Background: an optimization exercise with open tools, aiming at small area and a short achievable clock period. Do not read the settings as production practice. The RTL was checked by simulation tests, not by an equivalence proof against the original design. Power figures rest on the tool's default switching activity, not on a simulated workload.

## before
// mem_port_arbiter
module mem_port_arbiter (
  input  logic        clk,
  input  logic        rst,
  input  logic        req_0_vld_in,
  input  logic [47:0] req_0_address_in,
  output logic        req_0_afull_out,
  input  logic        req_1_vld_in,
  input  logic [47:0] req_1_address_in,
  output logic        req_1_afull_out,
  input  logic        req_2_vld_in,
  input  logic [47:0] req_2_address_in,
  output logic        req_2_afull_out,
  input  logic        rsp_0_afull_in,
  output logic        rsp_0_write_en_out,
  output logic [63:0] rsp_0_data_out,
  input  logic        rsp_1_afull_in,
  output logic        rsp_1_write_en_out,
  output logic [63:0] rsp_1_data_out,
  input  logic        rsp_2_afull_in,
  output logic        rsp_2_write_en_out,
  output logic [63:0] rsp_2_data_out,
  input  logic        mem_rq_afull_in,
  output logic        mem_rq_vld_out,
  output logic [47:0] mem_rq_address_out,
  output logic        mem_rs_afull_out,
  input  logic        mem_rs_write_en_in,
  input  logic [63:0] mem_rs_data_in,
  output logic        idle_out,
  output logic        err_out
);
clock: 6.0 ns
lec_check: 0
abc_area: 1
cap_margin: 20
core_margin: 2
core_utilization: 60
cts_cluster_diameter: 150
cts_cluster_size: 30
setup_slack_margin: 3.7
slew_margin: 20
standard.sh (not shown) runs the stock make flow with config.mk's settings and CLKGATE_MAP_FILE= SYNTH_SCRIPT=/design/flow/synth_recipe.tcl, a recipe that flattens the netlist after the stock synthesis.
==> flow/flow/run.sh <==
#!/bin/bash
# The standard layout (the standard.sh, unchanged synthesis), except
# that the port buffers are the smallest buffer cell. Each stage's output
# goes to its own log file in this folder.
set -euo pipefail
PORTBUF="BUFFER_PORTS_ARGS=-buffer_cell sky130_fd_sc_hd__buf_1"
bash standard.sh synth > synth.log 2>&1
bash standard.sh "$PORTBUF" floorplan > floorplan.log 2>&1
bash standard.sh "$PORTBUF" place > place.log 2>&1
bash standard.sh "$PORTBUF" cts > cts.log 2>&1
bash standard.sh "$PORTBUF" route > route.log 2>&1
bash standard.sh "$PORTBUF" finish > finish.log 2>&1
test -f out/final.def
before was carried through to the last stage, and its layout satisfied the timing, DRC and antenna checks.
Relative to before, the following input files were edited for after:
==> flow/run.sh (new file) <==
#!/bin/bash
# synth_recipe.tcl (not shown) runs the flow's synth.tcl, then flattens the netlist and writes it again
# the make line also repeats each setting of config.mk as NAME=value (left out here)
make -C /OpenROAD-flow-scripts/flow DESIGN_CONFIG=/design/flow/config.mk WORK_HOME=/design/flow/orfs CLKGATE_MAP_FILE= SYNTH_SCRIPT=/design/flow/synth_recipe.tcl finish
removed: flow/flow/run.sh
removed: flow/standard.sh
Notes after the runs:
For after and before, there was not a single run that failed to finish clean. Clock distribution area overhead in the final layout: after vs before, no meaningful difference. Compared with before, after shows final cell count without fillers that has gone up slightly. Compared with before, in after total power shows an increase of 210 µW; proportion of final cell area spent on non-clock buffers shows an increase of 1.9 points; sum of routed wire length over all layers shows a reduction of about 0.36%.

* * *

mem_port_arbiter again, from the RTL that the note above started with.
make LEC_CHECK=0 ABC_AREA=1 CAP_MARGIN=20 CORE_MARGIN=2 CORE_UTILIZATION=60 CTS_CLUSTER_DIAMETER=150 CTS_CLUSTER_SIZE=30 SETUP_SLACK_MARGIN=4 SLEW_MARGIN=20 finish   # period 6.0 ns
run.sh (not shown) runs the stock make flow with config.mk's settings and CLKGATE_MAP_FILE= SYNTH_SCRIPT=/design/flow/synth_recipe.tcl, a recipe that flattens the netlist after the stock synthesis.
Stock flow here: none of the scripts above is used.
Change:
--- a/flow/config.mk
+++ b/flow/config.mk
@@ -10,6 +10,7 @@
 export CORE_MARGIN = 2
-export CORE_UTILIZATION = 60
+export CORE_UTILIZATION = 70
 export CTS_CLUSTER_DIAMETER = 150
 export CTS_CLUSTER_SIZE = 30
-export SETUP_SLACK_MARGIN = 4
+export PLACE_DENSITY = 0.75
+export SETUP_SLACK_MARGIN = 3.7
 export SLEW_MARGIN = 20
Clock-buffer cell count does not change.
Clock power stays flat.
Utilization went up by 8.8 points.
Design area falls by 3.6%.
Final cell count is lower by 4.7%.
Worst setup slack gets worse by 0.055 ns.
Non-clock buffer count goes down by 174.

==> separate check: timing with driven ports <==
The results above use ideal ports. As a check the final layouts listed here were re-extracted and re-timed, cells and wires unchanged. Step 1, drivers: a clkbuf_16 drives clk and a buf_2 each remaining input, both assumed. Step 2 moves the port delays by t, midway between the first and last clock arrival at a register: inputs arrive t later, outputs are due t later. That takes back most of the time a late clock gives input paths. Three values: ideal ports, drivers, drivers and shift; two values: the first two.
| run | t (ns) | setup WS [ns] | worst data-port slew with drivers (ns) |
|---|---|---|---|
| before | 0.853 | 3.463 / 3.370 / 3.084 | 0.21 |
| after | 0.853 | 3.425 / 3.332 / 2.967 | 0.21 |
| the first run of note 2 | 0.851 | 3.469 / 3.386 / 3.216 | 0.25 |
| the second run of note 2 | 0.847 | 3.414 / 3.322 / 2.933 | 0.23 |
After both steps setup and hold are still met in every run listed. The setup slack of the second run of note 2, which loses most, moves by -0.092 ns with the drivers and by -0.481 ns with both steps.
